Source: an optimization exercise on an open RTL-to-GDS flow (aim: small area and a short achievable clock period). Production flows keep margins and buffers that such runs may drop.
Function was checked by simulation only, so behaviour that the tests miss may differ from the original.
The flow treats the clock pin as an ideal source, which a real chip does not have.
No activity file was given, so power comes from the tool's default toggle rates.

==> flow/design.v (outline; a module is shown in full before it is edited, if it fits) <==
// module mult_28_pipe: 1646 lines
module mult_28_pipe #(
    parameter int          LOGQ  = 28,
    parameter int unsigned PRIME = 32'h0FFF_0001,
    parameter int          TAGW  = 8
) (
    input  logic                CLK,
    input  logic                RSTN,
    input  logic                EN,
    input  logic                IN_VALID,
    input  logic [LOGQ-1:0]     A,
    input  logic [LOGQ-1:0]     B,
    input  logic [TAGW-1:0]     IN_TAG,
    output logic                OUT_VALID,
    output logic [2*LOGQ-1:0]   PROD,
    output logic [TAGW-1:0]     OUT_TAG,
    output logic                BUSY,
    output logic                RANGE_ERR
);
  // ...
==> flow/flow/run.sh <==
#!/bin/bash
# Own layout flow: the standard flow (standard.sh), except that synthesis
# runs ORFS's synth.tcl with Yosys's "synth -run fine:" given -noabc, so the
# generic ABC pass does not restructure the carry-save adders before
# extract_fa maps them onto full-adder cells (it otherwise leaves an inverter
# on many adder-to-adder nets). Port buffers are plain buf_1 cells instead of
# delay buffers, and clock tree synthesis adds no dummy loads and builds the
# tree from clkbuf_4/clkbuf_8. Everything else is the standard flow.
set -euo pipefail
here=$(pwd)
# Modified copy of ORFS's synth.tcl
sed 's/synth -top $::env(DESIGN_NAME) -run fine: {\*}$synth_full_args/synth -top $::env(DESIGN_NAME) -run fine: -noabc {*}$synth_full_args/' \
    "$FLOW_HOME/scripts/synth.tcl" > "$here/flow_synth.tcl"
grep -q -- '-run fine: -noabc' "$here/flow_synth.tcl"
# synth_recipe.tcl with the modified synth.tcl in place of ORFS's
sed "s#source \$::env(SCRIPTS_DIR)/synth.tcl#source $here/flow_synth.tcl#" \
    "$here/synth_recipe.tcl" > "$here/flow_synth_recipe.tcl"
grep -q "flow_synth.tcl" "$here/flow_synth_recipe.tcl"
# standard.sh with that synthesis script
sed "s#SYNTH_SCRIPT=$here/synth_recipe.tcl#SYNTH_SCRIPT=$here/flow_synth_recipe.tcl#" \
    "$here/standard.sh" > "$here/flow_standard.sh"
grep -q "flow_synth_recipe.tcl" "$here/flow_standard.sh"
export BUFFER_PORTS_ARGS="-buffer_cell sky130_fd_sc_hd__buf_1"
export CTS_ARGS="-sink_clustering_enable -repair_clock_nets -dont_use_dummy_load -buf_list {sky130_fd_sc_hd__clkbuf_4 sky130_fd_sc_hd__clkbuf_8}"
bash "$here/flow_standard.sh" > "$here/flow_make.log" 2>&1
==> flow/standard.sh <==
#!/bin/bash
# synth_recipe.tcl (not shown) runs the flow's synth.tcl, then flattens the netlist and writes it again
# the make line also repeats each setting of config.mk as NAME=value (left out here)
make -C /OpenROAD-flow-scripts/flow DESIGN_CONFIG=/design/flow/config.mk WORK_HOME=/design/flow/orfs CLKGATE_MAP_FILE= SYNTH_SCRIPT=/design/flow/synth_recipe.tcl "${@:-finish}"
==> flow/config.mk <==
export PLATFORM = sky130hd
export DESIGN_NAME = mult_28_pipe
export DESIGN_NICKNAME = mult_28_pipe
export VERILOG_FILES = /design/flow/design.v
export SDC_FILE = /design/flow/constraint.sdc
export NUM_CORES = 4
export LEC_CHECK = 0
export ABC_AREA = 1
export CAP_MARGIN = 20
export CORE_MARGIN = 2
export CORE_UTILIZATION = 40
export SETUP_SLACK_MARGIN = 3.0
export SLEW_MARGIN = 20
==> flow/constraint.sdc <==
create_clock -name core_clock -period 6.5 [get_ports {CLK}]
set_input_delay 1.3000 -clock core_clock [delete_from_list [all_inputs] [get_ports {CLK}]]
set_output_delay 1.3000 -clock core_clock [all_outputs]
set_load 0.01 [all_outputs]
==> Flow_metrics.wiki, run 1 <==
{| class="wikitable"
! Metric !! Value
|-
| Transition at the pin with the smallest max-transition slack || 1150 ps
|-
| Syn. warnings || 1
|-
| Total negative slack || 0 ps
|-
| Number of flip-flops under the largest register name || 130
|-
| Post-synth net total || 3,154
|-
| Busiest metal layer after global routing || met2
|-
| Area growth from synthesis to final layout || 13.0%
|-
| Initial standard-cell utilization of the core || 40.6%
|-
| Largest family of logic cells by synthesized area || adder cells
|-
| Flop and latch count out of synthesis || 318
|-
| Combined global-route utilization of all metal layers || approximately 30%
|-
| Number of buffers created by CTS || 58
|-
| Post-route worst setup slack || 2950 ps
|-
| Worst Path Arrival || 3930 ps
|-
| Multi-input gates || 1,863
|-
| Number of global-route vias before repair || around 23,000
|-
| Startpoint-to-endpoint class of the critical path || reg2reg
|-
| Result of the run || complete, no violations
|-
| Wire length after detailed routing || 107 mm
|-
| Share of post-route cells with drive strength above 1 || 12.5%
|-
| Hold buffers post-CTS || 0
|-
| Hold Path End || r_t3[2]
|-
| Global-route wire length before repair || 154 mm
|-
| Cell area after placement || 0.0284 mm^2
|-
| Highest clock frequency the design can meet || 282 MHz
|-
| Detail Placement HPWL || 71.9 mm
|-
| Rel. slew slack || 23.3%
|-
| Syn_area_per_cell || 10.1 um^2
|-
| Worst-case hold slack || 406 ps
|-
| Buffers inserted during post-CTS setup optimization || 63
|-
| Final Setup Violations || 0
|-
| Share of the cycle needed by the critical path after routing || between 50% and 60%
|-
| Period minus WS final || 3550 ps
|-
| Global-route track usage on met2 || 42.9%
|-
| Initial antenna violation count || 4
|-
| Share of the final layout cell area in multi-input gates || between 50% and 60%
|}
==> run 2: changes to the inputs <==
--- a/flow/flow/run.sh
+++ b/flow/flow/run.sh
@@ -5,7 +5,7 @@
 # extract_fa maps them onto full-adder cells (it otherwise leaves an inverter
 # on many adder-to-adder nets). Port buffers are plain buf_1 cells instead of
 # delay buffers, and clock tree synthesis adds no dummy loads and builds the
-# tree from clkbuf_4/clkbuf_8. Everything else is the standard flow.
+# tree from clkbuf_4. Everything else is the standard flow.
 set -euo pipefail
 here=$(pwd)
 # Modified copy of ORFS's synth.tcl
@@ -21,5 +21,5 @@
     "$here/standard.sh" > "$here/flow_standard.sh"
 grep -q "flow_synth_recipe.tcl" "$here/flow_standard.sh"
 export BUFFER_PORTS_ARGS="-buffer_cell sky130_fd_sc_hd__buf_1"
-export CTS_ARGS="-sink_clustering_enable -repair_clock_nets -dont_use_dummy_load -buf_list {sky130_fd_sc_hd__clkbuf_4 sky130_fd_sc_hd__clkbuf_8}"
+export CTS_ARGS="-sink_clustering_enable -repair_clock_nets -dont_use_dummy_load -buf_list {sky130_fd_sc_hd__clkbuf_4}"
 bash "$here/flow_standard.sh" > "$here/flow_make.log" 2>&1
--- a/flow/config.mk
+++ b/flow/config.mk
@@ -9,5 +9,5 @@
 export CAP_MARGIN = 20
 export CORE_MARGIN = 2
 export CORE_UTILIZATION = 40
-export SETUP_SLACK_MARGIN = 3.0
+export SETUP_SLACK_MARGIN = 2.5
 export SLEW_MARGIN = 20
==> Flow_metrics.wiki, run 2 <==
{| class="wikitable"
! Metric !! Value
|-
| Post-route worst setup slack || 2480 ps (-473 ps)
|-
| Adder-cell area share of the yosys netlist || between 20 and 25%
|-
| Cell count after synthesis || around 2,700
|-
| Busiest metal layer after global routing || met2
|-
| Commonest cells after routing, fill and taps aside || sky130_fd_sc_hd__nand2_1, sky130_fd_sc_hd__edfxtp_1, sky130_fd_sc_hd__xor2_1
|-
| Initial antenna violation count || 3 (-1)
|-
| Post-synthesis xor/xnor area fraction || under 10%
|-
| Number of top-level design ports || 135
|-
| Most Frequent Cell on Critical Path || sky130_fd_sc_hd__fa_1
|-
| Sequential share of the synthesized area || a little over a third
|-
| Result of the run || complete, no violations
|-
| Number of global-route vias before repair || 22,400 (-2.0%)
|-
| Cell with the largest stage delay on the worst path || sky130_fd_sc_hd__a221oi_1
|-
| Endpoint kind of the worst setup timing path || flop
|-
| Max stage delay on crit path || ~860 ps
|-
| Power per Cell Area || 503 mW/mm^2
|-
| Endpoint of the worst-slack reg-to-reg timing path || r2_q[67]
|-
| Final Setup Violations || 0 (unchanged)
|-
| Count of non-filler cells in the finished layout || 3,658
|-
| Register with the most flip-flops || r2_q
|-
| Post-synth top area cell || sky130_fd_sc_hd__edfxtp_1
|-
| Critical path depth || 7
|-
| Global-route wire length before repair || 149 mm (-3.2%)
|-
| Worst supply voltage drop on vdd || 0.000281 V
|-
| Site Rows || between 90 and 100
|-
| Mux contribution to synthesized area || 0%
|-
| Launch point of the worst reg-to-reg path || a1[15]
|-
| Sequential cell fraction of total power || 27.7%
|-
| Rel. slew slack || 19.0% (-4.3 points)
|-
| Cell-by-cell trace of the critical path || clkinvlp_2 > o22ai_1 > a221oi_1 > xor2_1 > fa_1 > fa_1 > fa_1
|-
| Worst setup startpoint || a1[15]
|-
| Unrepaired setup endpoints after global routing || true
|-
| Internal Dissipation || between 7 and 8 mW
|-
| # nets final || 3,223
|-
| Total Die Area || 0.0706 mm^2
|-
| Most common cell after layout, fill and taps aside || sky130_fd_sc_hd__nand2_1
|-
| Hold buffers post-CTS || 0 (unchanged)
|-
| Die Span X || roughly 270 um
|-
| CTS tree || yes
|-
| PortBufs || 134
|-
| Share of flip-flops with an asynchronous set or reset after synthesis || 1.26%
|-
| Detail Placement HPWL || 71.9 mm (unchanged)
|-
| Via density per instance || 6.27
|-
| Pin count of the biggest net entering global routing || 164
|-
| Syn. warnings || 1 (unchanged)
|-
| Largest fanout of any net on the critical path || 11
|-
| Global-route track usage on met2 || 41.4% (-1.5 points)
|-
| Dominant register cell in the synthesized netlist || sky130_fd_sc_hd__edfxtp_1
|-
| Largest delay contributor family on the critical path || adder cells
|-
| Vertical die dimension || 266 um
|-
| Final worst clock skew || roughly 110 ps
|-
| Final cell area excluding filler cells || 0.0294 mm^2
|-
| Simple-gate area share of the yosys netlist || ~8.2%
|-
| Final number of max-transition violations || 0
|-
| Cell count of the worst reg-to-reg path || 7
|-
| Initial DRT Pass Iterations || 9
|-
| Initial standard-cell utilization of the core || 40.6% (unchanged)
|-
| Number of nets still failing antenna checks after routing || 0
|-
| Share of post-route cells with drive strength above 1 || 8.34% (-4.2 points)
|-
| Vias after detailed routing || 22,900
|-
| Core Box Area || around 0.068 mm^2
|-
| Clock network fraction of total power || under 10%
|-
| Overflow after GRT || 0
|-
| Startpoint type of the worst setup path || flop
|-
| Post-synth EDFFs || 314
|-
| Most frequent cell after synthesis || sky130_fd_sc_hd__nand2_1
|-
| Number of buffers created by CTS || 92 (+59%)
|-
| Combinational cell fraction of total power || 62.6%
|-
| Root buffer selected by CTS || sky130_fd_sc_hd__clkbuf_4
|-
| Largest family of logic cells by synthesized area || adder cells
|-
| H-Tree Depth || 3
|-
| Clock Latency Late Sink || 920 ps
|-
| Post-placement worst setup slack || approximately 2300 ps
|-
| Flop and latch count out of synthesis || 318 (unchanged)
|-
| Clock Sink Count || 318
|-
| Class of the worst hold path || in2async
|-
| Area growth from synthesis to final layout || 7.36%
|-
| Largest registers || r2_q x130, r_p3 x56, a3 x30
|-
| Cell area after placement || 0.0284 mm^2 (unchanged)
|-
| Most common library cells after synthesis || sky130_fd_sc_hd__nand2_1, sky130_fd_sc_hd__edfxtp_1, sky130_fd_sc_hd__xor2_1
|-
| Transition at the pin with the smallest max-transition slack || 1220 ps (+64.7 ps)
|-
| Period minus WS final || 4020 ps (+473 ps)
|-
| Worst Path Arrival || 4650 ps (+720 ps)
|-
| Post-synth net total || 3,154 (unchanged)
|-
| Number of failing hold endpoints at the final stage || 0
|-
| Synthesized cell area || 0.0274 mm^2
|-
| Highest clock frequency the design can meet || 249 MHz (-12%)
|-
| Number of max-cap violations || 0
|-
| Average routed wire per standard cell || 28.2 um
|-
| Total negative slack || 0 ps (unchanged)
|-
| Critical path data required time || 7120 ps
|-
| DP Cell Count || 3,534
|-
| Fraction of synthesized cell area taken by the top area cell type || 34.4%
|-
| P_sw || between 7 and 8 mW
|-
| Ranking of synthesized cells by area || sky130_fd_sc_hd__edfxtp_1, sky130_fd_sc_hd__fa_1, sky130_fd_sc_hd__xor2_1
|-
| Combined global-route utilization of all metal layers || 28.7% (-0.96 points)
|-
| Global-route track usage on met1 || 38.8%
|-
| LEAKAGE || 11.9 nW
|-
| Syn_area_per_cell || 10.1 um^2 (unchanged)
|-
| FF-to-FF setup slack || 2480 ps
|-
| Number of buffers between clock root and the deepest sink || 3
|-
| Count of different cell masters after synthesis || 44
|-
| Wire length after detailed routing || 103 mm (-3.4%)
|-
| Share of the cycle needed by the critical path after routing || 61.9% (+7.3 points)
|-
| Weighted congestion at the end of routability-driven global placement || 0.994
|-
| Capture point of the critical path || r2_q[67]
|-
| Number of flip-flops under the largest register name || 130 (unchanged)
|-
| Startpoint-to-endpoint class of the critical path || reg2reg
|-
| Number of buffer and inverter instances along the worst setup path || 1
|-
| Fraction of the mapped netlist area in compound gates || 16.8%
|-
| Sw Ratio || 47.4%
|-
| DRC violation count after routing || 0
|-
| Met3 GRT Util || 10.3%
|-
| Violation count after the first detailed-routing iteration || 3,108
|-
| Clock-pin slew of the registers on the worst-case setup and hold paths || roughly 60 ps
|}
run 2: cell counts after synthesis:
Identical to the previous run, type by type.
run 2: routing by layer:
| layer | wire, um | vias to the layer above |
|---|---|---|
| met5 | 11 | - |
| met4 | 4940 | 2 |
| met3 | 13400 | 348 |
| met2 | 43000 | 1634 |
| met1 | 42000 | 11200 |
| li1 | - | 9803 |
run 2: final cells by class:
class | instances | area (um^2)
multi-input cells | 1862 | 15800
clock buffers | 92 | 691
diodes | 4 | 10.0
fillers | 6474 | 38100
inverters | 306 | 1240
flip-flops and latches | 318 | 9530
repair buffers | 188 | 962
repair inverters | 15 | 75.1
well taps | 873 | 1090
run 2: cells by family after synthesis:
kind of cell | after synthesis
AOI/OAI and AO/OA | 650
and+or+nand+nor | 541
buffers and inverters | 534
adders and majority gates | 372
DFF | 318
xor gates and xnor gates | 299
run 2: power by group through the flow:
stage | clock network, mW | logic (mW) | registers (mW)
2_1_floorplan | 0 | 6.63 | 3.96
3_3_place_gp | 0 | 8.88 | 4.11
3_5_place_dp | 0 | 9.15 | 4.12
4_1_cts | 1.49 | 9.20 | 4.09
5_1_grt | 1.58 | 10.6 | 4.15
6_report | 1.43 | 9.26 | 4.10
run 2: repair_timing:
item	in CTS	in global routing
cloned	3	12
setup buffers	0	13
setup endpoints to repair	14	38
resized for setup	14	18
hold endpoints to repair	0	0
run 2: worst min path at each step:
stage | startpoint | end | slack, ps
2_1_floorplan | r_t1[0] | r_t2[0] | 400
3_3_place_gp | r_t1[5] | r_t2[5] | 400
3_5_place_dp | r_t1[1] | r_t2[1] | 410
4_1_cts | RSTN | r_range_err | 210
5_1_grt | RSTN | r_range_err | 190
6_report | RSTN | r_range_err | 220
run 2: worst reg2reg max path: cells and delay by family (launching register included):
family                   cells  cell delay [ps]
adder cells (fa/ha/maj)      3             1340
flip-flops                   1              610
buffers and inverters        1              500
AO/OA/AOI/OAI                2             1020
XOR/XNOR                     1              270
run 2: stage by stage:
| stage | hold WS (ps) | power [mW] | utilization (%) |
|---|---|---|---|
| after global routing | 191 | 16.3 | 43.5 |
| after global placement | 401 | 13.0 | 42.0 |
| after CTS | 206 | 14.8 | 43.1 |
| final | 215 | 14.8 | 43.5 |
| after detailed placement | 406 | 13.3 | 42.0 |
| after floorplan | 400 | 10.6 | - |
==> run 3: changes to the inputs <==
--- a/flow/config.mk
+++ b/flow/config.mk
@@ -9,5 +9,5 @@
 export CAP_MARGIN = 20
 export CORE_MARGIN = 2
 export CORE_UTILIZATION = 40
-export SETUP_SLACK_MARGIN = 2.5
+export SETUP_SLACK_MARGIN = 3.5
 export SLEW_MARGIN = 20
==> Flow_metrics.wiki, run 3 <==
{| class="wikitable"
! Metric !! Value
|-
| Max stage delay on crit path || 600 ps (-260 ps)
|-
| Sequential share of the synthesized area || 34.8% (unchanged)
|-
| Most Frequent Cell on Critical Path || sky130_fd_sc_hd__fa_2
|-
| Commonest cells after routing, fill and taps aside || sky130_fd_sc_hd__edfxtp_1, sky130_fd_sc_hd__nand2_1, sky130_fd_sc_hd__xor2_1
|-
| Largest registers || r2_q x130, r_p3 x56, a3 x30
|-
| Rel. slew slack || 31.1% (+12 points)
|-
| Vertical die dimension || 266 um (unchanged)
|-
| Register with the most flip-flops || r2_q
|-
| # nets final || 3,465 (+7.5%)
|-
| Post-placement worst setup slack || 2350 ps (+59.8 ps)
|-
| Number of buffer and inverter instances along the worst setup path || 2 (+1)
|-
| Startpoint type of the worst setup path || flop
|-
| Count of different cell masters after synthesis || 44 (unchanged)
|-
| Ranking of synthesized cells by area || sky130_fd_sc_hd__edfxtp_1, sky130_fd_sc_hd__fa_1, sky130_fd_sc_hd__xor2_1
|-
| Period minus WS final || 3350 ps (-671 ps)
|-
| Final number of max-transition violations || 0 (unchanged)
|-
| Initial DRT Pass Iterations || 9 (unchanged)
|-
| Global-route wire length before repair || 162 mm (+8.9%)
|-
| DRC violation count after routing || 0 (unchanged)
|-
| Fraction of synthesized cell area taken by the top area cell type || 34.4% (unchanged)
|-
| Endpoint of the worst-slack reg-to-reg timing path || r2_q[28]
|-
| Weighted congestion at the end of routability-driven global placement || 0.983 (-1.1%)
|-
| Largest fanout of any net on the critical path || 10 (-1)
|-
| Launch point of the worst reg-to-reg path || a1[10]
|-
| Power per Cell Area || 542 mW/mm^2 (+7.8%)
|-
| Overflow after GRT || 0 (unchanged)
|-
| Number of nets still failing antenna checks after routing || 0 (unchanged)
|-
| Number of flip-flops under the largest register name || 130 (unchanged)
|-
| Most common library cells after synthesis || sky130_fd_sc_hd__nand2_1, sky130_fd_sc_hd__edfxtp_1, sky130_fd_sc_hd__xor2_1
|-
| Post-synth net total || 3,154 (unchanged)
|-
| Endpoint kind of the worst setup timing path || flop
|-
| Most frequent cell after synthesis || sky130_fd_sc_hd__nand2_1
|-
| Syn. warnings || 1 (unchanged)
|-
| Site Rows || 95 (unchanged)
|-
| Final worst clock skew || 109 ps (-0.112 ps)
|-
| Vias after detailed routing || 24,500 (+7.0%)
|-
| Clock Sink Count || 318 (unchanged)
|-
| Total negative slack || 0 ps (unchanged)
|-
| Number of max-cap violations || 0 (unchanged)
|-
| Clock Latency Late Sink || 860 ps (-60 ps)
|-
| LEAKAGE || 14.1 nW (+18%)
|-
| Most common cell after layout, fill and taps aside || sky130_fd_sc_hd__edfxtp_1
|-
| Average routed wire per standard cell || 29.0 um (+2.6%)
|-
| Initial antenna violation count || 6 (+3)
|-
| Core Box Area || 0.0675 mm^2 (unchanged)
|-
| Largest delay contributor family on the critical path || adder cells
|-
| Result of the run || complete, no violations
|-
| Cell with the largest stage delay on the worst path || sky130_fd_sc_hd__fa_2
|-
| Class of the worst hold path || in2async
|-
| Transition at the pin with the smallest max-transition slack || 1030 ps (-182 ps)
|-
| Pin count of the biggest net entering global routing || 135 (-18%)
|-
| Flop and latch count out of synthesis || 318 (unchanged)
|-
| Highest clock frequency the design can meet || 298 MHz (+20%)
|-
| Detail Placement HPWL || 69.8 mm (-2.8%)
|-
| Cell count after synthesis || 2,714 (unchanged)
|-
| Unrepaired setup endpoints after global routing || true
|-
| Number of buffers between clock root and the deepest sink || 3 (unchanged)
|-
| Synthesized cell area || 0.0274 mm^2 (unchanged)
|-
| CTS tree || yes
|-
| Post-synth top area cell || sky130_fd_sc_hd__edfxtp_1
|-
| Total Die Area || 0.0706 mm^2 (unchanged)
|-
| Cell-by-cell trace of the critical path || buf_4 > inv_4 > o22ai_4 > a221oi_2 > xor2_2 > fa_2 > fa_2 > fa_2
|-
| Startpoint-to-endpoint class of the critical path || reg2reg
|-
| Syn_area_per_cell || 10.1 um^2 (unchanged)
|-
| Root buffer selected by CTS || sky130_fd_sc_hd__clkbuf_4
|-
| Share of post-route cells with drive strength above 1 || 30.6% (+22 points)
|-
| Initial standard-cell utilization of the core || 40.6% (unchanged)
|-
| Combined global-route utilization of all metal layers || 31.3% (+2.7 points)
|-
| Critical path data required time || 7100 ps (-20 ps)
|-
| FF-to-FF setup slack || 3150 ps (+670 ps)
|-
| Worst-case hold slack || 328 ps (+113 ps)
|-
| Final Setup Violations || 0 (unchanged)
|-
| H-Tree Depth || 3 (unchanged)
|-
| Clock-pin slew of the registers on the worst-case setup and hold paths || 70 ps (about the same)
|-
| Via density per instance || 6.29 (+0.31%)
|-
| Share of flip-flops with an asynchronous set or reset after synthesis || 1.26% (unchanged)
|-
| Hold buffers post-CTS || 0 (unchanged)
|-
| Dominant register cell in the synthesized netlist || sky130_fd_sc_hd__edfxtp_1
|-
| Number of buffers created by CTS || 88 (-4.3%)
|-
| Number of global-route vias before repair || 24,500 (+9.3%)
|-
| Area growth from synthesis to final layout || 27.6%
|-
| Violation count after the first detailed-routing iteration || 3,419 (+10%)
|-
| Worst supply voltage drop on vdd || 0.000450 V (+60%)
|-
| Wire length after detailed routing || 113 mm (+9.4%)
|-
| Share of the cycle needed by the critical path after routing || 51.6% (-10 points)
|-
| Post-route worst setup slack || 3150 ps (+671 ps)
|-
| Number of failing hold endpoints at the final stage || 0 (unchanged)
|-
| PortBufs || 134 (unchanged)
|-
| Post-synth EDFFs || 314 (unchanged)
|-
| Die Span X || 266 um (unchanged)
|-
| Number of top-level design ports || 135 (unchanged)
|-
| Cell count of the worst reg-to-reg path || 8 (+1)
|-
| Worst Path Arrival || 3950 ps (-700 ps)
|-
| Number of filler cells placed in the layout || 5,970 (-7.8%)
|}
[run 3: cell counts after synthesis]
Identical to the previous run, type by type.
[run 3: worst max path at each step]
stage,start,endpoint,slack (ps),cells after the start
2_1_floorplan,A[0],a3[18],3390,11
3_3_place_gp,a1[15],r2_q[28],2300,7
3_5_place_dp,a1[15],r2_q[26],2350,7
4_1_cts,d_m4[0],r2_q[36],3230,7
5_1_grt,a1[8],r2_q[36],3120,8
6_report,a1[10],r2_q[28],3150,8
[run 3: power by group]
| group | internal [mW] | switching (mW) |
|---|---|---|
| registers | 3.65 | 0.423 |
| logic | 5.79 | 7.72 |
| clock network | 0.609 | 0.757 |
[run 3: metrics by stage]
stage | cells | util, % | instance area (um^2) | power (mW)
2_1_floorplan | 2714 | - | 27900 | 10.9
3_3_place_gp | 3528 | 42.2 | 28500 | 13.3
3_5_place_dp | 3528 | 42.2 | 28500 | 13.7
4_1_cts | 3844 | 49.4 | 33300 | 17.4
5_1_grt | 3900 | 51.8 | 34900 | 20.4
6_report | 3901 | 51.8 | 34900 | 18.9
[run 3: what timing repair did]
action / CTS / global route
gates cloned: 39 / 2
endpoints found under the setup margin: 137 / 107
gates resized for setup: 479 / 247
pin swaps: 102 / 111
buffers inserted: 189 / 50
[run 3: layer usage]
layer | track usage (%) | wire [um]
met2 | 44.8 | 46000
met3 | 14.4 | 16600
met4 | 15.7 | 7650
met1 | 39.8 | 42600
met5 | 0.762 | 163
[run 3: area by class of cell]
type / instances / area [um^2] / share of cell area (%)
multi-input cells: 1864 / 18400 / 52.7
flip-flops and latches: 318 / 9530 / 27.3
repair buffers: 417 / 3510 / 10.0
inverters: 306 / 1490 / 4.28
well taps: 873 / 1090 / 3.13
clock buffers: 88 / 661 / 1.89
repair inverters: 30 / 231 / 0.662
diodes: 5 / 12.5 / 0.0358
[run 3: logic make-up (layout without fill, tap and decap cells)]
| logic type | count (synthesis) | after routing | synth area share [%] |
|---|---|---|---|
| adder cells (fa/ha/maj) | 372 | 372 | 23.0 |
| flip-flops | 318 | 318 | 34.8 |
| other | 0 | 5 | 0 |
| AND/OR/NAND/NOR | 541 | 543 | 8.17 |
| XOR/XNOR | 299 | 299 | 9.56 |
| buffers and inverters | 534 | 841 | 7.67 |
| AO/OA/AOI/OAI | 650 | 650 | 16.8 |
==> run 4: changes to the inputs <==
--- a/flow/flow/run.sh
+++ b/flow/flow/run.sh
@@ -5,7 +5,8 @@
 # extract_fa maps them onto full-adder cells (it otherwise leaves an inverter
 # on many adder-to-adder nets). Port buffers are plain buf_1 cells instead of
 # delay buffers, and clock tree synthesis adds no dummy loads and builds the
-# tree from clkbuf_4. Everything else is the standard flow.
+# tree from clkbuf_4. Gate resizing may change a cell's footprint
+# (MATCH_CELL_FOOTPRINT=0). Everything else is the standard flow.
 set -euo pipefail
 here=$(pwd)
 # Modified copy of ORFS's synth.tcl
@@ -17,9 +18,11 @@
     "$here/synth_recipe.tcl" > "$here/flow_synth_recipe.tcl"
 grep -q "flow_synth.tcl" "$here/flow_synth_recipe.tcl"
 # standard.sh with that synthesis script
-sed "s#SYNTH_SCRIPT=$here/synth_recipe.tcl#SYNTH_SCRIPT=$here/flow_synth_recipe.tcl#" \
+sed -e "s#SYNTH_SCRIPT=$here/synth_recipe.tcl#SYNTH_SCRIPT=$here/flow_synth_recipe.tcl#" \
+    -e "s#CLKGATE_MAP_FILE= #CLKGATE_MAP_FILE= MATCH_CELL_FOOTPRINT=0 #" \
     "$here/standard.sh" > "$here/flow_standard.sh"
 grep -q "flow_synth_recipe.tcl" "$here/flow_standard.sh"
+grep -q "MATCH_CELL_FOOTPRINT=0" "$here/flow_standard.sh"
 export BUFFER_PORTS_ARGS="-buffer_cell sky130_fd_sc_hd__buf_1"
 export CTS_ARGS="-sink_clustering_enable -repair_clock_nets -dont_use_dummy_load -buf_list {sky130_fd_sc_hd__clkbuf_4}"
 bash "$here/flow_standard.sh" > "$here/flow_make.log" 2>&1
--- a/flow/config.mk
+++ b/flow/config.mk
@@ -9,5 +9,5 @@
 export CAP_MARGIN = 20
 export CORE_MARGIN = 2
 export CORE_UTILIZATION = 40
-export SETUP_SLACK_MARGIN = 3.5
+export SETUP_SLACK_MARGIN = 3.0
 export SLEW_MARGIN = 20
==> Flow_metrics.wiki, run 4 <==
{| class="wikitable"
! Metric !! Value
|-
| Result of the run || complete, no violations
|-
| Cell count after synthesis || 2,714 (unchanged)
|-
| Number of buffers created by CTS || 92 (+4.5%)
|-
| Overflow after GRT || 0 (unchanged)
|-
| Vias after detailed routing || 23,700 (-3.5%)
|-
| Clock-pin slew of the registers on the worst-case setup and hold paths || 60 ps (about the same)
|-
| Violation count after the first detailed-routing iteration || 3,143 (-8.1%)
|-
| Clock network fraction of total power || 9.4% (+2.2 points)
|-
| Flop and latch count out of synthesis || 318 (unchanged)
|-
| LEAKAGE || 12.5 nW (-11%)
|-
| Core Box Area || 0.0675 mm^2 (unchanged)
|-
| DRC violation count after routing || 0 (unchanged)
|-
| Post-placement worst setup slack || 2290 ps (-59.8 ps)
|-
| Simple-gate area share of the yosys netlist || 8.17% (unchanged)
|-
| Most frequent cell after synthesis || sky130_fd_sc_hd__nand2_1
|-
| Cell count of the worst reg-to-reg path || 7 (-1)
|-
| Startpoint type of the worst setup path || flop
|-
| Sequential share of the synthesized area || 34.8% (unchanged)
|-
| Number of flip-flops under the largest register name || 130 (unchanged)
|-
| Final worst clock skew || 110 ps (+1.42 ps)
|-
| PortBufs || 134 (unchanged)
|-
| Area growth from synthesis to final layout || 12.9%
|-
| Count of different cell masters after synthesis || 44 (unchanged)
|-
| Combined global-route utilization of all metal layers || 29.9% (-1.5 points)
|-
| Number of buffers between clock root and the deepest sink || 3 (unchanged)
|-
| Clock Sink Count || 318 (unchanged)
|-
| Clock Latency Late Sink || 930 ps (+70 ps)
|-
| Class of the worst hold path || in2async
|-
| Sw Ratio || 47.5% (+0.52 points)
|-
| Fraction of synthesized cell area taken by the top area cell type || 34.4% (unchanged)
|-
| Final Setup Violations || 0 (unchanged)
|-
| CTS tree || yes
|-
| Period minus WS final || 3530 ps (+180 ps)
|-
| Hold buffers post-CTS || 0 (unchanged)
|-
| Site Rows || 95 (unchanged)
|-
| Largest registers || r2_q x130, r_p3 x56, a3 x30
|-
| Rel. slew slack || 24.1% (-7.0 points)
|-
| Number of top-level design ports || 135 (unchanged)
|-
| Share of post-route cells with drive strength above 1 || 14.0% (-17 points)
|-
| H-Tree Depth || 3 (unchanged)
|-
| Ranking of synthesized cells by area || sky130_fd_sc_hd__edfxtp_1, sky130_fd_sc_hd__fa_1, sky130_fd_sc_hd__xor2_1
|-
| Post-synth net total || 3,154 (unchanged)
|-
| Post-synthesis xor/xnor area fraction || 9.56% (unchanged)
|-
| Average routed wire per standard cell || 28.5 um (-1.7%)
|-
| Sequential cell fraction of total power || 26.7% (+5.2 points)
|-
| Post-synth top area cell || sky130_fd_sc_hd__edfxtp_1
|-
| Register with the most flip-flops || r2_q
|-
| Detail Placement HPWL || 71.9 mm (+2.9%)
|-
| Final number of max-transition violations || 0 (unchanged)
|-
| Highest clock frequency the design can meet || 283 MHz (-5.1%)
|-
| P_sw || 7.22 mW (-19%)
|-
| Dominant register cell in the synthesized netlist || sky130_fd_sc_hd__edfxtp_1
|-
| Fraction of the mapped netlist area in compound gates || 16.8% (unchanged)
|-
| Global-route wire length before repair || 154 mm (-4.6%)
|-
| Commonest cells after routing, fill and taps aside || sky130_fd_sc_hd__nand2_1, sky130_fd_sc_hd__edfxtp_1, sky130_fd_sc_hd__xor2_1
|-
| Worst supply voltage drop on vdd || 0.000269 V (-40%)
|-
| Root buffer selected by CTS || sky130_fd_sc_hd__clkbuf_4
|-
| Syn. warnings || 1 (unchanged)
|-
| Largest family of logic cells by synthesized area || adder cells
|-
| Combinational cell fraction of total power || 63.9% (-7.4 points)
|-
| Total negative slack || 0 ps (unchanged)
|-
| Most common library cells after synthesis || sky130_fd_sc_hd__nand2_1, sky130_fd_sc_hd__edfxtp_1, sky130_fd_sc_hd__xor2_1
|-
| Number of global-route vias before repair || 23,100 (-5.7%)
|-
| Adder-cell area share of the yosys netlist || 23.0% (unchanged)
|-
| Worst Path Arrival || 4160 ps (+210 ps)
|-
| # nets final || 3,338 (-3.7%)
|-
| Largest fanout of any net on the critical path || 10 (unchanged)
|-
| Unrepaired setup endpoints after global routing || true
|-
| Total Die Area || 0.0706 mm^2 (unchanged)
|-
| Initial standard-cell utilization of the core || 40.6% (unchanged)
|-
| Endpoint of the worst-slack reg-to-reg timing path || r2_q[76]
|-
| Vertical die dimension || 266 um (unchanged)
|-
| Syn_area_per_cell || 10.1 um^2 (unchanged)
|-
| Die Span X || 266 um (unchanged)
|-
| FF-to-FF setup slack || 2970 ps (-180 ps)
|-
| Startpoint-to-endpoint class of the critical path || reg2reg
|-
| Pin count of the biggest net entering global routing || 164 (+21%)
|-
| Most common cell after layout, fill and taps aside || sky130_fd_sc_hd__nand2_1
|-
| Internal Dissipation || 7.98 mW (-21%)
|-
| Mux contribution to synthesized area || 0% (unchanged)
|-
| Critical path data required time || 7130 ps (+30 ps)
|-
| Number of nets still failing antenna checks after routing || 0 (unchanged)
|-
| Initial DRT Pass Iterations || 8 (-1)
|-
| Worst setup startpoint || a1[16]
|-
| Weighted congestion at the end of routability-driven global placement || 0.994 (+1.1%)
|-
| Endpoint kind of the worst setup timing path || flop
|-
| Via density per instance || 6.27 (-0.36%)
|-
| Number of max-cap violations || 0 (unchanged)
|-
| Power per Cell Area || 492 mW/mm^2 (-9.3%)
|-
| Initial antenna violation count || 3 (-3)
|-
| Synthesized cell area || 0.0274 mm^2 (unchanged)
|-
| Launch point of the worst reg-to-reg path || a1[16]
|-
| Transition at the pin with the smallest max-transition slack || 1140 ps (+105 ps)
|-
| Capture point of the critical path || r2_q[76]
|-
| Share of the cycle needed by the critical path after routing || 54.4% (+2.8 points)
|-
| Wire length after detailed routing || 108 mm (-4.8%)
|-
| Post-route worst setup slack || 2970 ps (-180 ps)
|-
| Post-synth EDFFs || 314 (unchanged)
|-
| Number of failing hold endpoints at the final stage || 0 (unchanged)
|-
| Share of flip-flops with an asynchronous set or reset after synthesis || 1.26% (unchanged)
|}
run 4: cell counts after synthesis:
No cell type changed its count.
run 4: per-layer routing:
metal / track usage, % / vias to the layer above / share of wire (%)
li1: - / 10000 / -
met1: 39.7 / 11500 / 39
met2: 42.9 / 1787 / 41
met3: 11.7 / 372 / 14
met4: 13.3 / 4 / 5.0
met5: 0.624 / - / 0.046
run 4: per-stage QoR:
step / total power, mW / cell area (um^2) / hold slack (ps) / utilization, % / instances
2_1_floorplan: 10.6 / 27400 / 400 / - / 2714
3_3_place_gp: 13.0 / 28400 / 401 / 42.0 / 3534
3_5_place_dp: 13.3 / 28400 / 406 / 42.0 / 3534
4_1_cts: 14.9 / 30200 / 206 / 44.7 / 3723
5_1_grt: 16.7 / 30900 / 165 / 45.8 / 3776
6_report: 15.2 / 30900 / 204 / 45.8 / 3776
run 4: what timing repair did:
item / CTS / global route
endpoints found under the hold margin: 0 / 0
setup endpoints to repair: 86 / 66
pin swaps: 2 / 3
setup buffers: 71 / 41
cloned: 26 / 5
resized for setup: 97 / 75
run 4: layout make-up:
type | count | area, um^2
repair inverters | 27 | 163
multi-input cells | 1863 | 16200
flip-flops and latches | 318 | 9530
fillers | 6408 | 36600
repair buffers | 290 | 1910
clock buffers | 92 | 691
inverters | 306 | 1320
diodes | 7 | 17.5
well taps | 873 | 1090
run 4: cell families (layout without fill, tap and decap cells):
logic type                 Yosys count  after routing
AOI/OAI and AO/OA                  650            650
other                                0              7
adders and majority gates          372            372
buffers and inverters              534            715
and+or+nand+nor                    541            542
DFF                                318            318
xor gates and xnor gates           299            299
run 4: power groups by stage:
| stage | clock network (mW) | registers (mW) | logic, mW |
|---|---|---|---|
| 2_1_floorplan | 0 | 3.96 | 6.63 |
| 3_3_place_gp | 0 | 4.11 | 8.88 |
| 3_5_place_dp | 0 | 4.12 | 9.15 |
| 4_1_cts | 1.49 | 4.04 | 9.39 |
| 5_1_grt | 1.59 | 4.11 | 11.0 |
| 6_report | 1.43 | 4.05 | 9.72 |
run 4: how the worst min path moves through the flow:
stage	from	endpoint	slack, ps
after CTS	RSTN	r_range_err	210
after floorplan	r_t1[0]	r_t2[0]	400
after global routing	RSTN	r_range_err	170
final	RSTN	r_range_err	200
after detailed placement	r_t1[1]	r_t2[1]	410
after global placement	r_t1[5]	r_t2[5]	400
run 4: worst max-delay path, stage by stage (launching register included):
cell,delay [ps]
sky130_fd_sc_hd__edfxtp_1,510
sky130_fd_sc_hd__clkinvlp_2,480
sky130_fd_sc_hd__o22ai_1,240
sky130_fd_sc_hd__a221oi_1,80
sky130_fd_sc_hd__xor2_1,500
sky130_fd_sc_hd__fa_1,540
sky130_fd_sc_hd__fa_1,430
sky130_fd_sc_hd__fa_1,460
==> run 5: changes to the inputs <==
--- a/flow/config.mk
+++ b/flow/config.mk
@@ -8,6 +8,7 @@
 export ABC_AREA = 1
 export CAP_MARGIN = 20
 export CORE_MARGIN = 2
-export CORE_UTILIZATION = 40
+export CORE_UTILIZATION = 55
+export PLACE_DENSITY = 0.7
 export SETUP_SLACK_MARGIN = 3.0
 export SLEW_MARGIN = 20
==> Flow_metrics.wiki, run 5 <==
{| class="wikitable"
! Metric !! Value
|-
| Result of the run || complete, no violations
|-
| Fraction of synthesized cell area taken by the top area cell type || 34.4% (unchanged)
|-
| Wire length after detailed routing || 106 mm (-1.3%)
|-
| Number of buffers created by CTS || 90 (-2.2%)
|-
| Sequential cell fraction of total power || 25.9% (-0.8 points)
|-
| Vertical die dimension || 227 um (-14%)
|-
| Busiest metal layer after global routing || met2
|-
| Combinational cell fraction of total power || 65.2% (+1.3 points)
|-
| Global-route wire length before repair || 150 mm (-2.6%)
|-
| Commonest cells after routing, fill and taps aside || sky130_fd_sc_hd__nand2_1, sky130_fd_sc_hd__edfxtp_1, sky130_fd_sc_hd__xor2_1
|-
| Hold buffers post-CTS || 0 (unchanged)
|-
| Die Span X || 227 um (-14%)
|-
| Final worst clock skew || 146 ps (+35.6 ps)
|-
| Total negative slack || 0 ps (unchanged)
|-
| Root buffer selected by CTS || sky130_fd_sc_hd__clkbuf_4
|-
| Final Setup Violations || 0 (unchanged)
|-
| Class of the worst hold path || in2async
|-
| Period minus WS final || 3590 ps (+61.7 ps)
|-
| Post-synth top area cell || sky130_fd_sc_hd__edfxtp_1
|-
| Flop and latch count out of synthesis || 318 (unchanged)
|-
| Number of max-cap violations || 0 (unchanged)
|-
| CTS tree || yes
|-
| Clock Latency Late Sink || 890 ps (-40 ps)
|-
| Area occupied by registers || 0.00953 mm^2 (unchanged)
|-
| Initial DRT Pass Iterations || 9 (+1)
|-
| Site Rows || 81 (-15%)
|-
| Unrepaired setup endpoints after global routing || true
|-
| Met3 GRT Util || 17.6% (+5.9 points)
|-
| Ranking of synthesized cells by area || sky130_fd_sc_hd__edfxtp_1, sky130_fd_sc_hd__fa_1, sky130_fd_sc_hd__xor2_1
|-
| Global-route track usage on met1 || 54.1% (+14 points)
|-
| Highest clock frequency the design can meet || 278 MHz (-1.7%)
|-
| Share of post-route cells with drive strength above 1 || 13.7% (-0.24 points)
|-
| Initial antenna violation count || 2 (-1)
|-
| Most common cell after layout, fill and taps aside || sky130_fd_sc_hd__nand2_1
|-
| Overflow after GRT || 0 (unchanged)
|-
| Number of global-route vias before repair || 23,200 (+0.48%)
|-
| Cell area after placement || 0.0281 mm^2 (-0.98%)
|-
| Via density per instance || 6.82 (+8.8%)
|-
| Power per Cell Area || 512 mW/mm^2 (+4.0%)
|-
| Largest registers || r2_q x130, r_p3 x56, a3 x30
|-
| Startpoint type of the worst setup path || flop
|-
| Count of different cell masters after synthesis || 44 (unchanged)
|-
| Post-synth net total || 3,154 (unchanged)
|-
| Share of flip-flops with an asynchronous set or reset after synthesis || 1.26% (unchanged)
|-
| Transition at the pin with the smallest max-transition slack || 1060 ps (-76.1 ps)
|-
| Combined global-route utilization of all metal layers || 40.7% (+11 points)
|-
| Number of buffers between clock root and the deepest sink || 3 (unchanged)
|-
| Worst Path Arrival || 4090 ps (-70 ps)
|-
| Synthesized cell area || 0.0274 mm^2 (unchanged)
|-
| Area growth from synthesis to final layout || 11.1%
|-
| Sw Ratio || 47.9% (+0.43 points)
|-
| H-Tree Depth || 3 (unchanged)
|-
| Largest fanout of any net on the critical path || 10 (unchanged)
|-
| Sequential share of the synthesized area || 34.8% (unchanged)
|-
| Critical path data required time || 7000 ps (-130 ps)
|-
| Most frequent cell after synthesis || sky130_fd_sc_hd__nand2_1
|-
| Clock network fraction of total power || 8.9% (-0.5 points)
|-
| Post-synth EDFFs || 314 (unchanged)
|-
| Startpoint-to-endpoint class of the critical path || reg2reg
|-
| DRC violation count after routing || 0 (unchanged)
|-
| Number of failing hold endpoints at the final stage || 0 (unchanged)
|-
| Final cell area excluding filler cells || 0.0304 mm^2 (-1.6%)
|-
| Clock-pin slew of the registers on the worst-case setup and hold paths || 60 ps (about the same)
|-
| Average routed wire per standard cell || 30.0 um (+5.3%)
|-
| Rel. slew slack || 29.2% (+5.1 points)
|-
| PortBufs || 134 (unchanged)
|-
| Vias after detailed routing || 24,100 (+2.0%)
|-
| Register with the most flip-flops || r2_q
|-
| Core Box Area || 0.0491 mm^2 (-27%)
|-
| Share of the cycle needed by the critical path after routing || 55.3% (+0.95 points)
|-
| Syn_area_per_cell || 10.1 um^2 (unchanged)
|-
| Weighted congestion at the end of routability-driven global placement || 1.03 (+3.8%)
|-
| Number of filler cells placed in the layout || 4,103 (-36%)
|-
| Total Die Area || 0.0516 mm^2 (-27%)
|-
| Detail Placement HPWL || 69.2 mm (-3.7%)
|-
| Number of flip-flops under the largest register name || 130 (unchanged)
|-
| Syn. warnings || 1 (unchanged)
|-
| Worst supply voltage drop on vdd || 0.000326 V (+21%)
|-
| Endpoint kind of the worst setup timing path || flop
|-
| LEAKAGE || 12.4 nW (-1.2%)
|-
| Violation count after the first detailed-routing iteration || 3,836 (+22%)
|-
| Internal Dissipation || 8.10 mW (+1.5%)
|-
| Initial standard-cell utilization of the core || 55.8% (+15 points)
|-
| Dominant register cell in the synthesized netlist || sky130_fd_sc_hd__edfxtp_1
|-
| # nets final || 3,316 (-0.66%)
|-
| Most common library cells after synthesis || sky130_fd_sc_hd__nand2_1, sky130_fd_sc_hd__edfxtp_1, sky130_fd_sc_hd__xor2_1
|-
| Clock Sink Count || 318 (unchanged)
|-
| Cell count after synthesis || 2,714 (unchanged)
|-
| Final number of max-transition violations || 0 (unchanged)
|-
| Number of nets still failing antenna checks after routing || 0 (unchanged)
|-
| Pin count of the biggest net entering global routing || 172 (+4.9%)
|-
| Number of top-level design ports || 135 (unchanged)
|-
| P_sw || 7.46 mW (+3.3%)
|-
| Global-route track usage on met2 || 56.8% (+14 points)
|-
| Area of the multi-input gates || 0.0162 mm^2 (about the same)
|}
-- run 5: through the flow --
step,total power [mW],hold WS [ps],cells,utilization [%],worst slack (ps)
after floorplan,10.6,400,2714,-,3120
after global placement,12.8,401,3323,57.3,2340
after detailed placement,13.3,407,3323,57.3,2330
after CTS,15.1,192,3509,60.8,2930
after global routing,16.8,239,3539,62.0,2940
final,15.6,237,3541,62.0,2910
-- run 5: kinds of logic (layout without fill, tap and decap cells) --
kind of cell	after synthesis	count (layout)	share of synthesized area, %
and+or+nand+nor	541	542	8.17
DFF	318	318	34.8
AOI/OAI and AO/OA	650	650	16.8
other	0	3	0
buffers and inverters	534	693	7.67
adders and majority gates	372	372	23.0
xor gates and xnor gates	299	299	9.56
-- run 5: final timing paths --
check                        start           to  slack [ps]  cells after the start
max in group asynchronous     RSTN         r_v1        6070                      1
min                           RSTN  r_range_err         240                      1
max reg2reg                d_m2[9]     r2_q[86]        2910                      7
min reg2reg                r_t2[6]      r_t3[6]         420                      0
min in group core_clock    r_t2[6]      r_t3[6]         420                      0
max                        d_m2[9]     r2_q[86]        2910                      7
-- run 5: power by group through the flow --
stage | Clock (mW) | Sequential [mW] | Combinational, mW
CTS | 1.42 | 4.03 | 9.69
global placement | 0 | 4.06 | 8.72
detailed placement | 0 | 4.09 | 9.24
finish | 1.38 | 4.04 | 10.1
floorplan | 0 | 3.96 | 6.63
global route | 1.52 | 4.10 | 11.2
-- run 5: final cells by class --
type | count | area share, %
multi-input cells | 1863 | 53.2
flip-flops and latches | 318 | 31.3
well taps | 664 | 2.73
repair inverters | 29 | 0.547
repair buffers | 268 | 5.54
inverters | 306 | 4.45
diodes | 3 | 0.0247
clock buffers | 90 | 2.22
-- run 5: critical path: stages, from the launching register on --
cell	delay (ps)
sky130_fd_sc_hd__edfxtp_1	600
sky130_fd_sc_hd__clkinvlp_2	770
sky130_fd_sc_hd__o22ai_1	490
sky130_fd_sc_hd__inv_1	160
sky130_fd_sc_hd__ha_1	310
sky130_fd_sc_hd__inv_1	60
sky130_fd_sc_hd__fa_1	440
sky130_fd_sc_hd__fa_1	450
-- run 5: routing by layer --
metal	part of all wire (%)	routed length (um)
met4	5.3	5670
met2	41	43500
met5	0.079	84
met1	38	40700
met3	15	16300
-- run 5: repair_timing --
item	CTS	global route
resized for setup	113	67
buffers inserted	68	25
cloned	28	4
pin swaps	1	4
endpoints found under the setup margin	87	54
==> run 6: changes to the inputs <==
==> flow/flow/run.sh (replaced) <==
#!/bin/bash
# Own layout flow: the standard flow (standard.sh), except that synthesis
# runs ORFS's synth.tcl with Yosys's "synth -run fine:" given -noabc, so the
# generic ABC pass does not restructure the carry-save adders before
# extract_fa maps them onto full-adder cells (it otherwise leaves an inverter
# on many adder-to-adder nets). Everything else is the standard flow.
set -euo pipefail
here=$(pwd)
# Modified copy of ORFS's synth.tcl
sed 's/synth -top $::env(DESIGN_NAME) -run fine: {\*}$synth_full_args/synth -top $::env(DESIGN_NAME) -run fine: -noabc {*}$synth_full_args/' \
    "$FLOW_HOME/scripts/synth.tcl" > "$here/flow_synth.tcl"
grep -q -- '-run fine: -noabc' "$here/flow_synth.tcl"
# synth_recipe.tcl with the modified synth.tcl in place of ORFS's
sed "s#source \$::env(SCRIPTS_DIR)/synth.tcl#source $here/flow_synth.tcl#" \
    "$here/synth_recipe.tcl" > "$here/flow_synth_recipe.tcl"
grep -q "flow_synth.tcl" "$here/flow_synth_recipe.tcl"
# standard.sh with that synthesis script
sed "s#SYNTH_SCRIPT=$here/synth_recipe.tcl#SYNTH_SCRIPT=$here/flow_synth_recipe.tcl#" \
    "$here/standard.sh" > "$here/flow_standard.sh"
grep -q "flow_synth_recipe.tcl" "$here/flow_standard.sh"
bash "$here/flow_standard.sh" > "$here/flow_make.log" 2>&1
--- a/flow/config.mk
+++ b/flow/config.mk
@@ -8,7 +8,6 @@
 export ABC_AREA = 1
 export CAP_MARGIN = 20
 export CORE_MARGIN = 2
-export CORE_UTILIZATION = 55
-export PLACE_DENSITY = 0.7
+export CORE_UTILIZATION = 40
 export SETUP_SLACK_MARGIN = 3.0
 export SLEW_MARGIN = 20
==> Flow_metrics.wiki, run 6 <==
{| class="wikitable"
! Metric !! Value
|-
| Number of buffers created by CTS || 40 (-56%)
|-
| Simple-gate area share of the yosys netlist || 8.17% (unchanged)
|-
| LEAKAGE || 13.0 nW (+5.1%)
|-
| Syn_area_per_cell || 10.1 um^2 (unchanged)
|-
| Via density per instance || 6.26 (-8.2%)
|-
| Overall power consumption || 16.7 mW (+7.5%)
|-
| Endpoint of the worst-slack reg-to-reg timing path || r2_q[36]
|-
| Largest family of logic cells by synthesized area || adder cells
|-
| Number of flip-flops under the largest register name || 130 (unchanged)
|-
| Cell count after synthesis || 2,714 (unchanged)
|-
| Number of buffers between clock root and the deepest sink || 3 (unchanged)
|-
| # nets final || 3,266 (-1.5%)
|-
| Area growth from synthesis to final layout || 17.0%
|-
| Combined global-route utilization of all metal layers || 28.3% (-12 points)
|-
| Critical path data required time || 6800 ps (-200 ps)
|-
| Sequential share of the synthesized area || 34.8% (unchanged)
|-
| Final Setup Violations || 0 (unchanged)
|-
| Worst-case hold slack || 416 ps (+179 ps)
|-
| Share of flip-flops with an asynchronous set or reset after synthesis || 1.26% (unchanged)
|-
| Syn. warnings || 1 (unchanged)
|-
| Initial antenna violation count || 0 (-2)
|-
| Number of top-level design ports || 135 (unchanged)
|-
| Average routed wire per standard cell || 27.5 um (-8.2%)
|-
| Dominant register cell in the synthesized netlist || sky130_fd_sc_hd__edfxtp_1
|-
| Fraction of the mapped netlist area in compound gates || 16.8% (unchanged)
|-
| Startpoint-to-endpoint class of the critical path || reg2reg
|-
| Most common cell after layout, fill and taps aside || sky130_fd_sc_hd__nand2_1
|-
| Largest registers || r2_q x130, r_p3 x56, a3 x30
|-
| Cell count of the worst reg-to-reg path || 8 (+1)
|-
| Worst supply voltage drop on vdd || 0.000321 V (-1.6%)
|-
| Commonest cells after routing, fill and taps aside || sky130_fd_sc_hd__nand2_1, sky130_fd_sc_hd__edfxtp_1, sky130_fd_sc_hd__xor2_1
|-
| Weighted congestion at the end of routability-driven global placement || 0.954 (-7.5%)
|-
| Startpoint type of the worst setup path || flop
|-
| Overflow after GRT || 0 (unchanged)
|-
| Register with the most flip-flops || r2_q
|-
| Post-synth net total || 3,154 (unchanged)
|-
| Site Rows || 95 (+17%)
|-
| Core Box Area || 0.0675 mm^2 (+38%)
|-
| CTS tree || yes
|-
| Endpoint kind of the worst setup timing path || flop
|-
| Adder-cell area share of the yosys netlist || 23.0% (unchanged)
|-
| FF-to-FF setup slack || 2930 ps (+20 ps)
|-
| Number of global-route vias before repair || 22,600 (-2.7%)
|-
| Total Die Area || 0.0706 mm^2 (+37%)
|-
| Transition at the pin with the smallest max-transition slack || 1090 ps (+27.9 ps)
|-
| Total negative slack || 0 ps (unchanged)
|-
| Unrepaired setup endpoints after global routing || true
|-
| Launch point of the worst reg-to-reg path || d_neg[0]
|-
| Post-synthesis xor/xnor area fraction || 9.56% (unchanged)
|-
| Mux contribution to synthesized area || 0% (unchanged)
|-
| Vias after detailed routing || 23,300 (-3.4%)
|-
| Ranking of synthesized cells by area || sky130_fd_sc_hd__edfxtp_1, sky130_fd_sc_hd__fa_1, sky130_fd_sc_hd__xor2_1
|-
| Post-synth top area cell || sky130_fd_sc_hd__edfxtp_1
|-
| Final number of max-transition violations || 0 (unchanged)
|-
| Pin count of the biggest net entering global routing || 168 (-2.3%)
|-
| Capture point of the critical path || r2_q[36]
|-
| Most common library cells after synthesis || sky130_fd_sc_hd__nand2_1, sky130_fd_sc_hd__edfxtp_1, sky130_fd_sc_hd__xor2_1
|-
| Post-synth EDFFs || 314 (unchanged)
|-
| Highest clock frequency the design can meet || 280 MHz (+0.58%)
|-
| Clock Latency Late Sink || 580 ps (-310 ps)
|-
| Final cell area excluding filler cells || 0.0320 mm^2 (+5.3%)
|-
| Number of max-cap violations || 0 (unchanged)
|-
| Initial DRT Pass Iterations || 8 (-1)
|-
| Wire length after detailed routing || 103 mm (-3.4%)
|-
| H-Tree Depth || 2 (-1)
|-
| Clock-pin slew of the registers on the worst-case setup and hold paths || 60 ps (about the same)
|-
| Largest fanout of any net on the critical path || 28 (+18)
|-
| Number of nets still failing antenna checks after routing || 0 (unchanged)
|-
| Cell area after placement || 0.0292 mm^2 (+4.0%)
|-
| Period minus WS final || 3570 ps (-20.8 ps)
|-
| Share of post-route cells with drive strength above 1 || 11.7% (-2.0 points)
|-
| Fraction of synthesized cell area taken by the top area cell type || 34.4% (unchanged)
|-
| Worst setup startpoint || d_neg[0]
|-
| Final worst clock skew || 31.5 ps (-114 ps)
|-
| Power per Cell Area || 522 mW/mm^2 (+2.1%)
|-
| Most frequent cell after synthesis || sky130_fd_sc_hd__nand2_1
|-
| Class of the worst hold path || reg2reg
|-
| Share of the cycle needed by the critical path after routing || 55.0% (-0.32 points)
|-
| Synthesized cell area || 0.0274 mm^2 (unchanged)
|-
| Root buffer selected by CTS || sky130_fd_sc_hd__clkbuf_16
|-
| Global-route wire length before repair || 149 mm (-1.1%)
|-
| Violation count after the first detailed-routing iteration || 3,115 (-19%)
|-
| PortBufs || 134 (unchanged)
|-
| Initial standard-cell utilization of the core || 40.6% (-15 points)
|-
| Worst Path Arrival || 3880 ps (-210 ps)
|-
| Number of filler cells placed in the layout || 6,151 (+50%)
|-
| Result of the run || complete, no violations
|-
| Flop and latch count out of synthesis || 318 (unchanged)
|-
| DRC violation count after routing || 0 (unchanged)
|-
| Vertical die dimension || 266 um (+17%)
|-
| Antenna cells || 0 (-3)
|-
| Rel. slew slack || 27.3% (-1.9 points)
|-
| Count of different cell masters after synthesis || 44 (unchanged)
|-
| Die Span X || 266 um (+17%)
|-
| Number of failing hold endpoints at the final stage || 0 (unchanged)
|-
| Clock Sink Count || 318 (unchanged)
|-
| Detail Placement HPWL || 68.5 mm (-1.0%)
|}
==> run 6: cell counts after synthesis <==
No cell type changed its count.
==> run 6: where the power goes <==
| part | total (mW) | internal (mW) | switching, mW | leakage, nW |
|---|---|---|---|---|
| Combinational | 10.4 | 4.15 | 6.26 | 9.25 |
| Sequential | 4.03 | 3.64 | 0.385 | 3.11 |
| Clock | 2.28 | 1.39 | 0.897 | 0.641 |
==> run 6: layer usage <==
layer	wire length, um	global-route usage [%]	up-vias	part of all wire (%)
li1	-	-	9905	-
met1	41300	37.7	11300	40
met2	43000	41.2	1709	42
met3	13300	11.3	413	13
met4	5160	11.3	0	5.0
met5	0	0.0693	-	0
==> run 6: what timing repair did <==
item,4_1_cts,5_1_grt
endpoints found under the hold margin,0,0
setup buffers,65,29
hold buffers,0,0
pin swaps,1,2
cloned,23,3
resized for setup,75,74
endpoints found under the setup margin,80,64
==> run 6: worst max-delay path, stage by stage, from the launching register on <==
cell	delay (ps)
sky130_fd_sc_hd__edfxtp_1	370
sky130_fd_sc_hd__buf_4	220
sky130_fd_sc_hd__clkinv_2	60
sky130_fd_sc_hd__buf_6	380
sky130_fd_sc_hd__xor2_1	250
sky130_fd_sc_hd__fa_2	490
sky130_fd_sc_hd__fa_1	440
sky130_fd_sc_hd__fa_2	630
sky130_fd_sc_hd__fa_1	420
==> run 6: area by class of cell <==
cell class	count	area, um^2	share of cell area [%]
sequential	318	9530	29.7
multi-input combinational	1864	16000	50.1
inverter	306	1350	4.23
tap	873	1090	3.41
clock inverter	20	254	0.793
clock buffer	52	1090	3.40
timing repair buffer	273	2540	7.94
timing repair inverter	23	134	0.418
==> run 6: cell families after synthesis <==
kind of cell / after synthesis
buf+inv: 534
compound gates: 650
fa+ha+maj: 372
simple gates: 541
xor+xnor: 299
flops: 318
==> run 6: worst min-delay path by stage <==
stage | startpoint | to | slack, ps | cells past startpoint
6_report | r_t1[2] | r_t2[2] | 420 | 0
5_1_grt | r_t2[4] | r_t3[4] | 420 | 0
4_1_cts | r_t1[6] | r_t2[6] | 420 | 0
3_5_place_dp | r_t1[2] | r_t2[2] | 400 | 0
3_3_place_gp | r_t1[5] | r_t2[5] | 400 | 0
2_1_floorplan | r_t1[0] | r_t2[0] | 400 | 0
==> run 6: through the flow <==
step / std cells / setup WS [ps] / utilization (%)
4_1_cts: 3697 / 2940 / 46.6
3_3_place_gp: 3536 / 2230 / 43.3
5_1_grt: 3729 / 2890 / 47.5
6_report: 3729 / 2930 / 47.5
3_5_place_dp: 3537 / 2200 / 43.3
2_1_floorplan: 2714 / 3120 / -
==> run 7: changes to the inputs <==
==> flow/flow/run.sh (replaced) <==
#!/bin/bash
set -euo pipefail
here=$(pwd)
# Modified copy of ORFS's synth.tcl
sed 's/synth -top $::env(DESIGN_NAME) -run fine: {\*}$synth_full_args/synth -top $::env(DESIGN_NAME) -run fine: -noabc {*}$synth_full_args/' \
    "$FLOW_HOME/scripts/synth.tcl" > "$here/flow_synth.tcl"
grep -q -- '-run fine: -noabc' "$here/flow_synth.tcl"
# synth_recipe.tcl with the modified synth.tcl in place of ORFS's
sed "s#source \$::env(SCRIPTS_DIR)/synth.tcl#source $here/flow_synth.tcl#" \
    "$here/synth_recipe.tcl" > "$here/flow_synth_recipe.tcl"
grep -q "flow_synth.tcl" "$here/flow_synth_recipe.tcl"
# standard.sh with that synthesis script
sed -e "s#SYNTH_SCRIPT=$here/synth_recipe.tcl#SYNTH_SCRIPT=$here/flow_synth_recipe.tcl#" \
    -e "s#CLKGATE_MAP_FILE= #CLKGATE_MAP_FILE= MATCH_CELL_FOOTPRINT=0 #" \
    "$here/standard.sh" > "$here/flow_standard.sh"
grep -q "flow_synth_recipe.tcl" "$here/flow_standard.sh"
grep -q "MATCH_CELL_FOOTPRINT=0" "$here/flow_standard.sh"
export BUFFER_PORTS_ARGS="-buffer_cell sky130_fd_sc_hd__buf_1"
export CTS_ARGS="-sink_clustering_enable -repair_clock_nets -dont_use_dummy_load -buf_list {sky130_fd_sc_hd__clkbuf_4}"
bash "$here/flow_standard.sh" cts > "$here/flow_make_cts.log" 2>&1
RES="$here/orfs/results/sky130hd/mult_28_pipe/base" PLATFORM_DIR="$FLOW_HOME/platforms/sky130hd" \
SKEW_CELL2=sky130_fd_sc_hd__clkdlybuf4s18_1 SKEW_CELL3=sky130_fd_sc_hd__clkdlybuf4s50_1 \
    openroad -no_init -exit "$here/flow/skew.tcl" > "$here/flow_skew.log" 2>&1
bash "$here/flow_standard.sh" > "$here/flow_make.log" 2>&1
==> flow/flow/skew.tcl (new file) <==
set R $::env(RES)
set P $::env(PLATFORM_DIR)
read_lef $P/lef/sky130_fd_sc_hd.tlef
read_lef $P/lef/sky130_fd_sc_hd_merged.lef
read_liberty $P/lib/sky130_fd_sc_hd__tt_025C_1v80.lib
read_db $R/4_cts.odb
read_sdc $R/4_cts.sdc
source $P/setRC.tcl
set_propagated_clock [all_clocks]
estimate_parasitics -placement
report_worst_slack -max
set block [ord::get_db_block]
set groups [list [list r2_q $::env(SKEW_CELL2)] [list r_p3 $::env(SKEW_CELL3)]]
set n 0
set leafnets {}
foreach net [$block getNets] {
  if {[$net getSigType] ne "CLOCK"} continue
  lappend leafnets [$net getName]
}
# Per leaf clock net and per group: if the group owns every sink of the net,
# the delay cell goes on the input of the net's leaf buffer (the leaf buffer
# still drives the sinks); otherwise the group's sinks get a clkbuf_4 of their
# own, with the delay cell on its input.
foreach nname $leafnets {
  set allpins {}
  foreach pin [get_pins -quiet -of_objects [get_nets $nname]] {
    if {[get_property $pin direction] eq "input"} { lappend allpins $pin }
  }
  set drvpin ""
  foreach pin [get_pins -quiet -of_objects [get_nets $nname]] {
    if {[get_property $pin direction] eq "output"} { set drvpin $pin }
  }
  if {$drvpin eq ""} continue
  foreach g $groups {
    lassign $g prefix cell
    if {$cell eq "none"} continue
    set pins {}
    set xs 0.0; set ys 0.0
    foreach pin $allpins {
      set pname [get_full_name $pin]
      if {[string first $prefix $pname] == 0 && [string match "*/CLK" $pname]} {
        lappend pins $pin
        set loc [sta::pin_location $pin]
        set xs [expr {$xs + 1e6 * [lindex $loc 0]}]; set ys [expr {$ys + 1e6 * [lindex $loc 1]}]
      }
    }
    if {[llength $pins] == 0} continue
    set k [llength $pins]
    set x [expr {$xs / $k}]; set y [expr {$ys / $k}]
    if {$k == [llength $allpins]} {
      # the leaf buffer's input
      set lb [get_full_name [get_cells -of_objects $drvpin]]
      set lbin [get_pins $lb/A]
      set loc [sta::pin_location $lbin]
      set innet [get_full_name [get_nets -of_objects $lbin]]
      insert_buffer -buffer_cell $cell -net $innet -load_pins [list $lbin] -location [list [expr {1e6*[lindex $loc 0]}] [expr {1e6*[lindex $loc 1]}]] -buffer_name skew_${prefix}_$n
    } else {
      insert_buffer -buffer_cell sky130_fd_sc_hd__clkbuf_4 -net $nname -load_pins $pins -location [list $x $y] -buffer_name skewb_${prefix}_$n
      set bin [get_pins skewb_${prefix}_$n/A]
      insert_buffer -buffer_cell $cell -net $nname -load_pins [list $bin] -location [list $x $y] -buffer_name skew_${prefix}_$n
    }
    incr n
  }
}
puts "skew buffers inserted: $n"
# new nets carry the clock
foreach net [$block getNets] {
  set drv [$net getFirstOutput]
  if {$drv ne "NULL" && $drv ne "" && [string match "skew_*" [[$drv getInst] getName]]} { $net setSigType CLOCK }
}
detailed_placement
check_placement
estimate_parasitics -placement
report_worst_slack -max
report_worst_slack -min
write_db $R/4_cts.odb
==> Flow_metrics.wiki, run 7 <==
{| class="wikitable"
! Metric !! Value
|-
| Die Span X || 266 um (unchanged)
|-
| Unrepaired setup endpoints after global routing || false
|-
| Critical path data required time || 7250 ps (+450 ps)
|-
| Highest clock frequency the design can meet || 286 MHz (+2.3%)
|-
| Endpoint of the worst-slack reg-to-reg timing path || r2_q[76]
|-
| Worst-case hold slack || 215 ps (-201 ps)
|-
| Post-placement worst setup slack || 2290 ps (+87.5 ps)
|-
| Startpoint-to-endpoint class of the critical path || reg2reg
|-
| Most Frequent Cell on Critical Path || sky130_fd_sc_hd__fa_1
|-
| Final number of max-transition violations || 0 (unchanged)
|-
| Synthesized cell area || 0.0274 mm^2 (unchanged)
|-
| # nets final || 3,362 (+2.9%)
|-
| Overall power consumption || 15.7 mW (-6.2%)
|-
| Syn_area_per_cell || 10.1 um^2 (unchanged)
|-
| Worst supply voltage drop on vdd || 0.000322 V (+0.30%)
|-
| Final worst clock skew || 443 ps (+412 ps)
|-
| Cell-by-cell trace of the critical path || clkinvlp_4 > o22ai_1 > a221oi_1 > xor2_1 > fa_1 > fa_1 > fa_1 > fa_1
|-
| Final Setup Violations || 0 (unchanged)
|-
| Rel. slew slack || 19.8% (-7.5 points)
|-
| Number of top-level design ports || 135 (unchanged)
|-
| CTS tree || yes
|-
| PortBufs || 134 (unchanged)
|-
| Weighted congestion at the end of routability-driven global placement || 0.994 (+4.2%)
|-
| Area growth from synthesis to final layout || 12.6%
|-
| Initial DRT Pass Iterations || 8 (unchanged)
|-
| Ranking of synthesized cells by area || sky130_fd_sc_hd__edfxtp_1, sky130_fd_sc_hd__fa_1, sky130_fd_sc_hd__xor2_1
|-
| Total Die Area || 0.0706 mm^2 (unchanged)
|-
| Post-route worst setup slack || 3010 ps (+80.1 ps)
|-
| DRC violation count after routing || 0 (unchanged)
|-
| Clock Sink Count || 318 (unchanged)
|-
| Cell with the largest stage delay on the worst path || sky130_fd_sc_hd__edfxtp_1
|-
| Result of the run || complete, no violations
|-
| Final core utilization || 45.7% (-1.8 points)
|-
| Number of buffers between clock root and the deepest sink || 3 (unchanged)
|-
| Max stage delay on crit path || 540 ps (-90 ps)
|-
| Average routed wire per standard cell || 28.2 um (+2.3%)
|-
| Site Rows || 95 (unchanged)
|-
| Class of the worst hold path || reg2reg
|-
| Clock-pin slew of the registers on the worst-case setup and hold paths || 60 ps (about the same)
|-
| Most common cell after layout, fill and taps aside || sky130_fd_sc_hd__nand2_1
|-
| Post-synth top area cell || sky130_fd_sc_hd__edfxtp_1
|-
| Capture point of the critical path || r2_q[76]
|-
| Vertical die dimension || 266 um (unchanged)
|-
| Largest fanout of any net on the critical path || 10 (-64%)
|-
| Root buffer selected by CTS || sky130_fd_sc_hd__clkbuf_4
|-
| Worst Path Arrival || 4250 ps (+370 ps)
|-
| Wire length after detailed routing || 107 mm (+4.1%)
|-
| Most frequent cell after synthesis || sky130_fd_sc_hd__nand2_1
|-
| Count of different cell masters after synthesis || 44 (unchanged)
|}
## run 7: cell counts after synthesis
No cell type changed its count.
## run 7: critical path, delay by kind of cell (launching register included)
family / cells / cell delay, ps
compound gates: 2 / 670
xor+xnor: 1 / 160
fa+ha+maj: 4 / 1720
buf+inv: 1 / 310
flops: 1 / 540
## run 7: power by group through the flow
stage | logic, mW | clock network, mW | registers, mW
after floorplan | 6.63 | 0 | 3.96
after global placement | 8.88 | 0 | 4.11
after detailed placement | 9.15 | 0 | 4.12
after CTS | 9.39 | 1.49 | 4.04
after global routing | 10.9 | 2.23 | 4.12
final | 9.61 | 2.03 | 4.06
## run 7: routing by layer
metal	wire [um]	share of wire, %	up-vias	global-route usage [%]
met5	11	0.010	-	0.624
met4	5340	5.0	2	13.3
met3	14800	14	396	12.1
met2	44200	41	1718	43.2
met1	42600	40	11400	39.7
li1	-	-	10100	-
## run 7: repair_timing
| action | in CTS | in global routing |
|---|---|---|
| resized for setup | 97 | 11 |
| setup buffers | 71 | 2 |
| cloned | 26 | 1 |
| pin swaps | 2 | 2 |
| endpoints found under the setup margin | 86 | 17 |
## run 7: cell type report
| type | instances | area [um^2] | area share (%) |
|---|---|---|---|
| Multi-Input combinational cell | 1863 | 16000 | 51.9 |
| Sequential cell | 318 | 9530 | 30.9 |
| Timing Repair Buffer | 249 | 1530 | 4.95 |
| Inverter | 306 | 1290 | 4.17 |
| Clock buffer | 159 | 1280 | 4.14 |
| Tap cell | 873 | 1090 | 3.54 |
| Timing Repair inverter | 25 | 133 | 0.430 |
| Antenna cell | 3 | 7.51 | 0.0243 |
## run 7: worst min-delay path by stage
stage / start / end / slack [ps] / cells after the start
floorplan: r_t1[0] / r_t2[0] / 400 / 0
global placement: r_t1[5] / r_t2[5] / 400 / 0
detailed placement: r_t1[1] / r_t2[1] / 410 / 0
CTS: RSTN / r_range_err / 210 / 1
global route: RSTN / r_range_err / 230 / 1
finish: r2_q[3] / r_p3[2] / 210 / 1
## run 7: stage by stage
stage,instance area [um^2],instances
floorplan,27400,2714
global placement,28400,3534
detailed placement,28400,3534
CTS,30200,3723
global route,30800,3796
finish,30800,3796
## run 7: kinds of logic (layout without fill, tap and decap cells)
family,after synthesis,in the layout,share of synthesized area (%)
compound gates,650,650,16.8
buf+inv,534,739,7.67
other cells,0,3,0
flops,318,318,34.8
fa+ha+maj,372,372,23.0
simple gates,541,542,8.17
xor+xnor,299,299,9.56

Setup slack of run 7, layout unchanged: 3.006 ns with ideal ports, 3.006 ns with driving cells assumed (clock clkbuf_16, inputs buf_2), 2.340 ns with port delays also shifted by the 1.119 ns mid clock arrival. Its clock arrivals span 0.853 to 1.385 ns, so the last figure is rough.
